This is an optimization exercise on Yosys and OpenROAD, whose aim is small area and a short achievable clock period, not a production implementation.
Where RTL was checked, it was by simulation tests only, not by an equivalence proof against the original.
No activity file was given, so power comes from the tool's default toggle rates.

Setup of the previous run:
Design vector_sequencer, start of the top module:
module vector_sequencer (
  input  logic                clk_i,
  input  logic                rst_ni,
  input  logic [22:0]         req_i,
  input  logic                req_valid_i,
  output logic                req_ready_o,
  output logic                resp_o,
  output logic                resp_valid_o,
  output logic                idle_o,
  output logic [32:0]         unit_req_o,
  output logic                unit_req_valid_o,
  input  logic                unit_req_ready_i,
  input  logic [31:0]         unit_done_i,
  input  logic                addrgen_ack_i,
  input  logic                addrgen_error_i
);
Size: roughly 1100 cells after synthesis, roughly 99 I/O pins, roughly 12000 sq um of cells after synthesis.
Settings: LEC_CHECK=0, CAP_MARGIN=20, CORE_MARGIN=2, CORE_UTILIZATION=55, CTS_CLUSTER_DIAMETER=300, CTS_CLUSTER_SIZE=25, SETUP_SLACK_MARGIN=2.5, SLEW_MARGIN=20, SYNTH_HIERARCHICAL=1, SYNTH_MINIMUM_KEEP_SIZE=0; clock period 5.0 ns.
standard.sh (not shown) runs the stock make flow with config.mk's settings and CLKGATE_MAP_FILE= SYNTH_SCRIPT=/design/flow/synth_recipe.tcl, a recipe that flattens the netlist after the stock synthesis.
==> flow/flow/run.sh <==
#!/bin/bash
# Standard layout, with every port buffered by the smallest buffer
# (sky130_fd_sc_hd__buf_1); the resizer still upsizes them where timing needs it.
set -euo pipefail
bash standard.sh "BUFFER_PORTS_ARGS=-buffer_cell sky130_fd_sc_hd__buf_1" finish > standard.log 2>&1
The previous run | status: complete | timing, DRC, antenna: pass
Setup changes, the previous run to the current run
- changing SETUP_SLACK_MARGIN from 2.5 to 2.3
==> run notes <==
- The previous run -> the current run: count of clock-buffer cells in the layout delta 0, exact match
- The cell area in the current run sits 60 sq um below the value recorded for the previous run.
- The previous run and the current run ended up with nearly the same wire length of the first global-routing pass.
- Of the current run and the previous run, it is the current run that has the higher total power.
No functional check of the RTL was part of any run of this note.


== JK ==
Another version of the RTL of vector_sequencer (not shown whole).
Size in the first run: ~1100 cells after synthesis, about 210 flip-flops, about 99 I/O pins, roughly 12000 um^2 of cells after synthesis.
clock: 5.0 ns
lec_check: 0
cap_margin: 20
core_margin: 2
core_utilization: 65
setup_slack_margin: 2.5
slew_margin: 20
run.sh (not shown) runs the stock make flow with config.mk's settings and CLKGATE_MAP_FILE= SYNTH_SCRIPT=/design/flow/synth_recipe.tcl, a recipe that flattens the netlist after the stock synthesis.
Stock flow here: none of the scripts above is used.
Looking at the reports, JK completed the entire flow and the layout it produced met the timing, DRC and antenna checks.
Relative to JK, the following input files were edited for MS:
-- flow/config.mk --
<<< JK, line 10
export CORE_UTILIZATION = 65
>>> MS, line 10
export CORE_UTILIZATION = 40
==> run notes <==
JK -> MS: number of synthesized flops with an enable pin delta 0, exact match. The higher via count of the first global-routing pass came out of JK. Worst setup slack: MS and JK compared, higher one is JK. Core area (MS vs. JK) increases by more than half.
[inputs] AL vs MS
-- flow/config.mk --
<<< MS, line 10
export CORE_UTILIZATION = 40
>>> AL, line 10
export CORE_UTILIZATION = 65
export CTS_CLUSTER_DIAMETER = 300
export CTS_CLUSTER_SIZE = 25
Relative contribution of the clock network to total power in AL is 9.0 points below MS.
Relative to MS, number of buffers other than clock buffers in the final layout has gone down in AL.
Looking at clock network power across both flows, AL is the stronger of the two, with MS trailing.
Worst setup path startpoint: req_i[19] -> MS, req_i[20] -> AL
Compared with MS, AL instantiates a smaller number of standard cells.
Measured against MS, the count of placed standard cells including taps of AL comes out at 0.889 times the reference value.
AL against MS; final design instance area without fill is down by a few percent.
AL does better than MS on shortest period the worst path allows.
Vias: AL above MS
Summary: worst hold slack, AL better than MS


Another version of the RTL of vector_sequencer (not shown whole).
Size: ~200 flip-flops, about 99 I/O pins, roughly 0.012 mm^2 of cells after synthesis.
make LEC_CHECK=0 CAP_MARGIN=20 CORE_MARGIN=2 CORE_UTILIZATION=40 SETUP_SLACK_MARGIN=1.5 SLEW_MARGIN=20 finish   # period 5.0 ns
Change:
--- a/flow/config.mk
+++ b/flow/config.mk
@@ -9,4 +9,3 @@
 export CORE_MARGIN = 2
 export CORE_UTILIZATION = 40
-export SETUP_SLACK_MARGIN = 1.5
 export SLEW_MARGIN = 20
Outcome: Global-route usage grows by 0.17 points; setup slack got worse by 0.78 ns; clock-buffer cell count grows by 4; combinational power shrinks by about 0.4%; worst hold slack got worse by 0.0040 ns; total power grows by about 2.4%; final area shrinks by about 0.3%.
Change:
--- a/flow/config.mk
+++ b/flow/config.mk
@@ -9,3 +9,4 @@
 export CORE_MARGIN = 2
 export CORE_UTILIZATION = 40
+export SETUP_SLACK_MARGIN = 2.5
 export SLEW_MARGIN = 20
Effect: The changed run completed without violations. Worst hold slack gains 0.0050 ns. Clock power drops by about 8%. Critical path depth does not change. Die area does not change. Worst setup slack improved by 1.2 ns. Clock-buffer cell count went up by 1.


run A:
RTL: one of the versions met above, not the one the previous note started from.
For scale: about 1,100 cells after synthesis, about 210 flip-flops, roughly 99 I/O pins.
export LEC_CHECK = 0
export CAP_MARGIN = 20
export CORE_MARGIN = 2
export CORE_UTILIZATION = 40
export CTS_BUF_LIST = sky130_fd_sc_hd__clkbuf_4 sky130_fd_sc_hd__clkbuf_8
export CTS_CLUSTER_SIZE = 30
export SETUP_SLACK_MARGIN = 2.5
export SLEW_MARGIN = 20
create_clock -name core_clock -period 5.0 [get_ports {clk_i}]
Relative to run A, the following input files were edited for run B:
Settings: CTS_CLUSTER_SIZE now 25, was 30; CORE_UTILIZATION now 65, was 40; CTS_BUF_LIST no longer set, was sky130_fd_sc_hd__clkbuf_4 sky130_fd_sc_hd__clkbuf_8; CTS_CLUSTER_DIAMETER now 300, previously not set.
==> flow/flow/run.sh (new file) <==
#!/bin/bash
# Standard layout, with every port buffered by the smallest buffer
# (sky130_fd_sc_hd__buf_1); the resizer still upsizes them where timing needs it.
set -euo pipefail
bash standard.sh "BUFFER_PORTS_ARGS=-buffer_cell sky130_fd_sc_hd__buf_1" finish > standard.log 2>&1
==> flow/standard.sh (new file) <==
#!/bin/bash
# synth_recipe.tcl (not shown) runs the flow's synth.tcl, then flattens the netlist and writes it again
# the make line also repeats each setting of config.mk as NAME=value (left out here)
make -C /OpenROAD-flow-scripts/flow DESIGN_CONFIG=/design/flow/config.mk WORK_HOME=/design/flow/orfs CLKGATE_MAP_FILE= SYNTH_SCRIPT=/design/flow/synth_recipe.tcl "${@:-finish}"
removed: flow/run.sh
--- outcome ---
- Looking at post-route fraction of the period consumed by the critical path, run B sits 0.58 points lower than run A does.
- Summary: overall via count from detail_route, run B better than run A
- Run A → run B: time the final worst path needs with I/O delays and setup -29 ps; die outline width now sits lower.
- Lower worst reg-to-reg setup slack goes to run A over run B.
- Run B has final wirelength below what run A had.
- | minimum setup slack in the final design | lower: run A |
- In run B relative to run A, area of combinational cells with multiple inputs had gone down slightly.
- Compared to run A, run B has portion of the layout cell area used by clock cells 2.8 points lower.
- Diff run B and run A: fraction of power consumed by combinational cells lower in run A
Setup changes, run B to run C
Settings: a change of CORE_UTILIZATION from 65 to 40; a deleted CTS_CLUSTER_DIAMETER that had been 300; a deleted CTS_CLUSTER_SIZE that had been 25; a change of SETUP_SLACK_MARGIN from 2.5 to 3.5.
==> flow/run.sh (new file) <==
#!/bin/bash
# synth_recipe.tcl (not shown) runs the flow's synth.tcl, then flattens the netlist and writes it again
# the make line also repeats each setting of config.mk as NAME=value (left out here)
make -C /OpenROAD-flow-scripts/flow DESIGN_CONFIG=/design/flow/config.mk WORK_HOME=/design/flow/orfs CLKGATE_MAP_FILE= SYNTH_SCRIPT=/design/flow/synth_recipe.tcl finish
removed: flow/flow/run.sh
removed: flow/standard.sh
==> comparison <==
Run C finished end to end and its layout was clean on timing, DRC and antenna. Run C ends up with a final worst slack that is 63 ps lower than in run B. Comparing run C and run B, the higher instance count on the critical path is on run B. Compared with run B, run C shows number of global-route vias before repair that has gone up by a little under 10%. Run C vs. run B: clock-buffer cell count up 19, non-filler instance count after layout up 245, power consumption higher, fraction of standard cell area that is sequential fell 6.6 points, count of plain and timing-repair buffers in the layout higher. Across both runs, time the final worst path needs with I/O delays and setup was higher for run C than for run B. NOTE routed wire length run B->run C increased by more than 10%.


Another version of the RTL of vector_sequencer (not shown whole).
For scale: roughly 12,000 sq um of cells after synthesis.
export LEC_CHECK = 0
export CAP_MARGIN = 20
export CORE_MARGIN = 2
export CORE_UTILIZATION = 60
export CTS_CLUSTER_DIAMETER = 300
export CTS_CLUSTER_SIZE = 25
export SETUP_SLACK_MARGIN = 2.3
export SLEW_MARGIN = 20
export SYNTH_HIERARCHICAL = 1
export SYNTH_MINIMUM_KEEP_SIZE = 0
create_clock -name core_clock -period 5.0 [get_ports {clk_i}]
standard.sh (not shown) runs the stock make flow with config.mk's settings and CLKGATE_MAP_FILE= SYNTH_SCRIPT=/design/flow/synth_recipe.tcl, a recipe that flattens the netlist after the stock synthesis.
==> flow/flow/run.sh <==
#!/bin/bash
# Standard layout, with every port buffered by the smallest buffer
# (sky130_fd_sc_hd__buf_1); the resizer still upsizes them where timing needs it.
set -euo pipefail
bash standard.sh "BUFFER_PORTS_ARGS=-buffer_cell sky130_fd_sc_hd__buf_1" finish > standard.log 2>&1
Rerun with:
- CORE_UTILIZATION: 60 -> 65
- SETUP_SLACK_MARGIN: 2.3 -> 2.5
Sequential share of layout area is lower by 0.15 points.
Count of clock-buffer cells in the layout is unchanged.
Utilization is higher by 5.7 points.
Critical path depth stays the same.
Combinational power is higher by a few percent.
Rerun with:
- CORE_UTILIZATION: 65 -> 55
- SETUP_SLACK_MARGIN: 2.5 -> 2.3
The new run produced a clean layout. Cell area went down slightly. Sequential power barely changes. Combinational power went down slightly. Utilization went down by 11 points. Wire length went up by a few percent.
Rerun with:
==> flow/flow/run.sh (replaced) <==
#!/bin/bash
# Standard layout, with every port buffered by the smallest buffer
# (sky130_fd_sc_hd__buf_1) and timing repair free to resize cells across
# footprints (the platform limits it to same-footprint swaps); the
# resizer upsizes the port buffers where timing needs it.
set -euo pipefail
bash standard.sh "BUFFER_PORTS_ARGS=-buffer_cell sky130_fd_sc_hd__buf_1" MATCH_CELL_FOOTPRINT=0 finish > standard.log 2>&1
- CORE_UTILIZATION: 55 -> 65
- SETUP_SLACK_MARGIN: 2.3 -> 2.5
Result: The new run produced a clean layout. Clock-buffer cell count is unchanged. Core utilization is higher by 11 points. Area after synthesis stays the same. Final cell count is lower by 2.0%. Setup slack gains 0.0079 ns.
Rerun with:
==> flow/flow/run.sh (replaced) <==
#!/bin/bash
# Standard layout, with every port buffered by the smallest buffer
# (sky130_fd_sc_hd__buf_1); the resizer still upsizes them where timing needs it.
set -euo pipefail
bash standard.sh "BUFFER_PORTS_ARGS=-buffer_cell sky130_fd_sc_hd__buf_1" finish > standard.log 2>&1
- GPL_TIMING_DRIVEN: default -> 0
- SETUP_SLACK_MARGIN: 2.5 -> 2.2
What happened: The changed run completed with no timing, DRC or antenna violations. Power rises by 1.6%. Utilization rises by 0.37 points. Worst setup slack is worse by 0.14 ns. Non-clock buffer count rises by 31. Wire length rises by 19%. Cell area rises by 0.52%. Clock skew rises by 0.0081 ns. Synthesized cell count stays the same. Combinational power rises by 6.4%. Via count rises by 7.9%.
Rerun with:
- GPL_TIMING_DRIVEN: 0 -> default
Effect: The changed run produced a clean layout; via count goes down by 7.6%; worst setup slack gets better by 0.098 ns; cell count goes down by 3.7%; sequential cell count stays the same; die area stays the same; clock skew goes down by 0.015 ns; wire length goes down by 16%; clock-buffer cell count goes down by 1; cell area goes down by 2.6%; core utilization goes down by 1.9 points.

-- re-timing with driven ports --
The flow's constraints put no driver on any port. The routed layouts listed below were extracted and timed again, unchanged, in two steps.
Step 1: set_driving_cell puts a clkbuf_16 on clk_i and a buf_2 on each other input, an assumption about the parent block.
Step 2 moves the port delays by t, midway between the first and last clock arrival at a register: inputs arrive t later, outputs are due t later. That takes back most of the time a late clock gives input paths.
Slacks: no drivers / after step 1 / after step 2; pairs: no drivers / after step 1.
| run | shift t [ns] | slack for setup (ns) | clock arrival spread, ns | worst slew at a driven data input, ns |
|---|---|---|---|---|
| the previous run | 0.510 | 1.857 / 1.810 / 1.896 | 0.038 / 0.039 | 0.06 |
| the current run | 0.514 | 1.818 / 1.775 / 1.856 | 0.055 / 0.055 | 0.06 |
| JK | 0.542 | 2.130 / 2.072 / 1.881 | 0.011 / 0.012 | 0.06 |
| MS | 0.561 | 2.124 / 2.071 / 1.730 | 0.011 / 0.011 | 0.07 |
| AL | 0.508 | 2.136 / 2.076 / 1.859 | 0.024 / 0.025 | 0.06 |
| the first run of note 3 | 0.573 | 1.571 / 1.550 / 1.245 | 0.023 / 0.023 | 0.06 |
| the second run of note 3 | 0.566 | 0.787 / 0.756 / 0.756 | 0.018 / 0.018 | 0.06 |
| the third run of note 3 | 0.560 | 1.961 / 1.889 / 1.889 | 0.015 / 0.015 | 0.10 |
| run A | 0.568 | 2.131 / 2.079 / 1.577 | 0.017 / 0.017 | 0.07 |
| run B | 0.516 | 2.159 / 2.095 / 1.775 | 0.029 / 0.029 | 0.06 |
| run C | 0.571 | 2.096 / 2.050 / 1.885 | 0.012 / 0.013 | 0.08 |
| the first run of note 5 | 0.512 | 2.286 / 2.217 / 1.884 | 0.023 / 0.023 | 0.07 |
| the second run of note 5 | 0.518 | 2.291 / 2.225 / 2.040 | 0.047 / 0.047 | 0.07 |
| the third run of note 5 | 0.519 | 2.283 / 2.229 / 1.897 | 0.027 / 0.026 | 0.07 |
| the fourth run of note 5 | 0.518 | 2.291 / 2.225 / 2.040 | 0.047 / 0.047 | 0.07 |
| the fifth run of note 5 | 0.527 | 2.147 / 2.099 / 1.715 | 0.048 / 0.048 | 0.04 |
| the sixth run of note 5 | 0.524 | 2.245 / 2.202 / 1.790 | 0.032 / 0.032 | 0.06 |
After both steps every run listed still meets setup and hold. The setup slack of run A, which loses most, moves by -0.052 ns with the drivers and by -0.554 ns with both steps.
